What follows belongs to an exercise in optimizing a design on an open flow for small area, a short achievable clock period and few clock cycles per item; a production flow would make more cautious choices. Only simulation tests tie the RTL to the original design; equivalence was not proved.

== old ==
==> flow/design.v <==
module mips_multicycle #(
    parameter logic [31:0] RESET_PC = 32'h0000_0000,
    parameter int unsigned ADDR_W   = 32,
    parameter int unsigned CNT_W    = 32
) (
    input  logic              clk,
    input  logic              rst,
    output logic              mem_req,
    output logic              mem_we,
    output logic [ADDR_W-1:0] mem_addr,
    output logic [31:0]       mem_wdata,
    input  logic [31:0]       mem_rdata,
    input  logic              mem_ready,
    output logic              halt,
    output logic [CNT_W-1:0]  instr_count
);
    localparam logic [5:0] OpRtype = 6'h00;
    localparam logic [5:0] OpJ     = 6'h02;
    localparam logic [5:0] OpBeq   = 6'h04;
    localparam logic [5:0] OpAddi  = 6'h08;
    localparam logic [5:0] OpLw    = 6'h23;
    localparam logic [5:0] OpSw    = 6'h2b;
    localparam logic [5:0] FnSll = 6'h00;
    localparam logic [5:0] FnAdd = 6'h20;
    localparam logic [5:0] FnSub = 6'h22;
    localparam logic [5:0] FnAnd = 6'h24;
    localparam logic [5:0] FnOr  = 6'h25;
    localparam logic [5:0] FnSlt = 6'h2a;
    logic             halt_q;
    logic [31:0]      na_q;          
    logic [11:2]      yp_q;          
    logic [31:0]      tgt_q;         
    logic             redir_q;       
    logic             m_q;           
    logic             mwe_q;
    logic             wen_q;         
    logic [4:0]       wdst_q;
    logic [CNT_W-1:0] cnt_q;
    logic [31:0]      ri_q;          
    logic [31:0]      rr_q;          
    logic             lx_q, la_q;    
    logic             ki_q, kr_q, kl_q;
    logic             v_e;
    logic [25:0]      imm_e;         
    logic [4:0]       dst_e;
    logic             wr_e;          
    logic             s_imm, s_add, s_sub, s_slt, s_and, s_or, s_sll;
    logic             mem_e, sw_e, beq_e, ill_e;
    logic [31:0]      a_e, b_e;
    logic             dep_e;         
    logic             qa_e, qb_e;    
    logic             fa_e, fb_e;    
    logic             la_e, lb_e;    
    logic [31:0]      rf_q [1:31];
    logic [31:1]      rf_v;          
    logic go, ev, sel_t, sel_n;
    assign sel_t = !m_q && redir_q;
    assign sel_n = !m_q && !redir_q;
    assign go = !halt_q && mem_ready;
    assign ev = v_e && !redir_q;                 
    logic [31:0] res;
    logic lt_r;
    assign lt_r = lx_q ? la_q : rr_q[31];
    assign res = ({32{ki_q}} & ri_q) | ({32{kr_q}} & rr_q) | {31'b0, kl_q & lt_r};
    logic [31:0] sext, sum_i, bx, sum_r, a_f, b_f, oth, btgt;
    logic        eq, taken, misal;
    assign sext  = {{16{imm_e[15]}}, imm_e[15:0]};
    assign sum_i = a_e + sext;
    assign bx    = b_e ^ {32{s_sub}};
    assign sum_r = a_e + bx + {31'b0, s_sub};
    assign a_f   = fa_e ? res : a_e;
    assign b_f   = fb_e ? res : b_e;
    assign eq    = (a_f == b_f);
    assign oth   = ({32{s_and}} & (a_f & b_f)) | ({32{s_or}} & (a_f | b_f)) |
                   ({32{s_sll}} & (b_f << imm_e[10:6]));
    assign misal = (a_e[1:0] + imm_e[1:0]) != 2'b00;
    assign taken = beq_e && eq;
    assign btgt  = {na_q[31:2] + sext[29:0], 2'b00};
    assign mem_req   = !halt_q;
    assign mem_we    = m_q && mwe_q;
    logic [31:0] faddr;
    assign faddr     = redir_q ? tgt_q : na_q;
    assign mem_addr  = ({32{m_q}} & {ri_q[31:2], 2'b00}) | ({32{sel_t}} & tgt_q) |
                       ({32{sel_n}} & na_q);
    assign mem_wdata = tgt_q;
    logic [5:0] op, fn;
    logic [4:0] rs, rt, rd, dst;
    logic       rtype, wr, legal_r, jcap, add_rs, add_rt;
    assign op = mem_rdata[31:26];
    assign fn = mem_rdata[5:0];
    assign rs = mem_rdata[25:21];
    assign rt = mem_rdata[20:16];
    assign rd = mem_rdata[15:11];
    assign rtype   = (op == OpRtype);
    assign legal_r = (fn == FnSll) || (fn == FnAdd) || (fn == FnSub) ||
                     (fn == FnAnd) || (fn == FnOr)  || (fn == FnSlt);
    assign dst    = rtype ? rd : rt;
    assign wr     = (rtype || op == OpAddi || op == OpLw) && (dst != 5'd0);
    assign jcap   = (op == OpJ);
    assign add_rs = (rtype && (fn == FnAdd || fn == FnSub || fn == FnSlt)) || op == OpAddi ||
                    op == OpLw || op == OpSw;
    assign add_rt = rtype && (fn == FnAdd || fn == FnSub || fn == FnSlt);
    logic [31:0] rfw [32];
    assign rfw[0] = 32'h0;
    for (genvar g = 1; g < 32; g++) begin : g_rfw
        assign rfw[g] = rf_q[g];
    end
    logic xw, xl, ma, mb, da, db, wa, wb, va, vb;
    assign xw = ev && wr_e && !mem_e;
    assign xl = ev && wr_e && mem_e;
    assign ma = xw && dst_e == rs;
    assign mb = xw && dst_e == rt;
    assign da = ma && add_rs;
    assign db = mb && add_rt;
    assign wa = wen_q && wdst_q == rs;           
    assign wb = wen_q && wdst_q == rt;
    assign va = rf_v[rs];
    assign vb = rf_v[rt];
    always_ff @(posedge clk) begin
        for (int i = 1; i < 32; i++)
            if (wen_q && wdst_q == 5'(i)) rf_q[i] <= res;
    end
    always_ff @(posedge clk) begin
        if (rst) rf_v <= '0;
        else
            for (int i = 1; i < 32; i++)
                if (wen_q && wdst_q == 5'(i)) rf_v[i] <= 1'b1;
    end
    logic [31:0] inc, pnext;
    assign inc   = {faddr[31:2] + 30'd1, 2'b00};
    assign pnext = jcap ? {inc[31:28], mem_rdata[25:0], 2'b00} : inc;
    always_ff @(posedge clk) begin
        if (rst) begin
            halt_q <= 1'b0;
            na_q   <= RESET_PC;
            m_q    <= 1'b0;
            v_e    <= 1'b0;
            redir_q <= 1'b0;
            dep_e  <= 1'b0;
            wen_q  <= 1'b0;
            cnt_q  <= '0;
        end else if (go) begin
            wen_q <= 1'b0;
            if (m_q) begin
                m_q   <= 1'b0;
                wen_q <= !mwe_q && wdst_q != 5'd0;
                cnt_q <= cnt_q + 1'b1;
                if (mwe_q && ev && ri_q[11:2] == yp_q) begin
                    v_e  <= 1'b0;
                    na_q <= {ri_q[31:2], 2'b00};
                end
            end else if (ev && dep_e) begin
                dep_e <= 1'b0;
            end else begin
                v_e     <= 1'b1;
                redir_q <= 1'b0;
                dep_e   <= da || db;
                na_q    <= pnext;
                if (ev) begin
                    if (ill_e || (mem_e && misal)) begin
                        halt_q <= 1'b1;
                    end else if (mem_e) begin
                        m_q <= 1'b1;
                    end else begin
                        cnt_q <= cnt_q + 1'b1;
                        wen_q <= wr_e;
                        redir_q <= taken;
                    end
                end
            end
        end
    end
    always_ff @(posedge clk) begin
        if (go) begin
            if (m_q) begin
                if (la_e) a_e <= mem_rdata;
                if (lb_e) b_e <= mem_rdata;
                ri_q <= mem_rdata;
                ki_q <= 1'b1;
                kr_q <= 1'b0;
                kl_q <= 1'b0;
            end else if (ev && dep_e) begin
                if (qa_e) a_e <= res;
                if (qb_e) b_e <= res;
                fa_e <= 1'b0;
                fb_e <= 1'b0;
            end else begin
                if (ev) begin
                    ri_q   <= s_imm ? sum_i : oth;
                    rr_q   <= sum_r;
                    lx_q   <= a_e[31] ^ b_e[31];
                    la_q   <= a_e[31];
                    ki_q   <= s_imm || s_and || s_or || s_sll;
                    kr_q   <= (s_add || s_sub) && !s_slt;
                    kl_q   <= s_slt;
                    tgt_q  <= beq_e ? btgt : b_f;
                    mwe_q  <= sw_e;
                    wdst_q <= dst_e;
                end
                yp_q  <= faddr[11:2];
                imm_e <= mem_rdata[25:0];
                dst_e <= dst;
                wr_e  <= wr;
                s_imm <= op == OpAddi || op == OpLw || op == OpSw;
                s_add <= rtype && fn == FnAdd;
                s_sub <= rtype && (fn == FnSub || fn == FnSlt);
                s_slt <= rtype && fn == FnSlt;
                s_and <= rtype && fn == FnAnd;
                s_or  <= rtype && fn == FnOr;
                s_sll <= rtype && fn == FnSll;
                mem_e <= op == OpLw || op == OpSw;
                sw_e  <= op == OpSw;
                beq_e <= op == OpBeq;
                ill_e <= !((rtype && legal_r) || op == OpJ || op == OpBeq || op == OpAddi ||
                           op == OpLw || op == OpSw);
                a_e   <= wa ? res : (va ? rfw[rs] : 32'h0);
                b_e   <= wb ? res : (vb ? rfw[rt] : 32'h0);
                qa_e  <= ma;
                qb_e  <= mb;
                fa_e  <= ma && !(da || db);
                fb_e  <= mb && !(da || db);
                la_e  <= xl && dst_e == rs;
                lb_e  <= xl && dst_e == rt;
            end
        end
    end
    assign halt        = halt_q;
    assign instr_count = cnt_q;
endmodule
==> flow/config.mk <==
export PLATFORM = sky130hd
export DESIGN_NAME = mips_multicycle
export DESIGN_NICKNAME = mips_multicycle
export VERILOG_FILES = /design/flow/design.v
export SDC_FILE = /design/flow/constraint.sdc
export NUM_CORES = 4
export LEC_CHECK = 0
export CAP_MARGIN = 20
export CORE_MARGIN = 2
export CORE_UTILIZATION = 40
export CTS_CLUSTER_DIAMETER = 70
export CTS_CLUSTER_SIZE = 20
export PLACE_DENSITY = 0.5
export SETUP_SLACK_MARGIN = 2.8
export SLEW_MARGIN = 20
==> flow/constraint.sdc <==
create_clock -name core_clock -period 6.0 [get_ports {clk}]
set_input_delay 1.2000 -clock core_clock [delete_from_list [all_inputs] [get_ports {clk}]]
set_output_delay 1.2000 -clock core_clock [all_outputs]
set_load 0.01 [all_outputs]
run.sh (not shown) runs the stock make flow with config.mk's settings and CLKGATE_MAP_FILE= SYNTH_SCRIPT=/design/flow/synth_recipe.tcl, a recipe that flattens the netlist after the stock synthesis.
old has completed all stages; timing, DRC and antenna checks passed.
Testbench counts of old, summed over its fixed seeds: cycles 81,651, instrs 60,900.
Setup changes, old to new
- CORE_UTILIZATION: 40 -> 50
- PLACE_DENSITY: 0.5 -> 0.65
- SETUP_SLACK_MARGIN: 2.8 -> 2.7
==> comparison <==
Sort old and new by arrival time reported for the critical path endpoint asc -> top: old. Post-synthesis to final-layout area growth is higher on old. The residual DRC count was comparable across old and new.

## port drivers added, routing unchanged
The flow's constraints put no driver on any port. The routed layouts listed below were extracted and timed again, unchanged, in two steps. Step 1 assumes that a clkbuf_16 drives the clock port and a buf_2 every other input. Step 2 times the ports against the registers' clock, not the clock port: input delays grow and output delays shrink by t, the midpoint of the rising clock arrivals with the driver on. Slacks: no drivers / after step 1 / after step 2; pairs: no drivers / after step 1.
| run | t, ns | slack for setup (ns) | slew at the worst register clock pin (ns) | worst data-port slew with drivers (ns) |
|---|---|---|---|---|
| old | 0.856 | 2.511 / 2.434 / 1.888 | 0.10 / 0.10 | 0.06 |
| new | 0.847 | 2.447 / 2.384 / 1.794 | 0.09 / 0.09 | 0.05 |
After both steps every run listed still meets setup and hold. The setup slack of new, which loses most, moves by -0.063 ns with the drivers and by -0.653 ns with both steps.
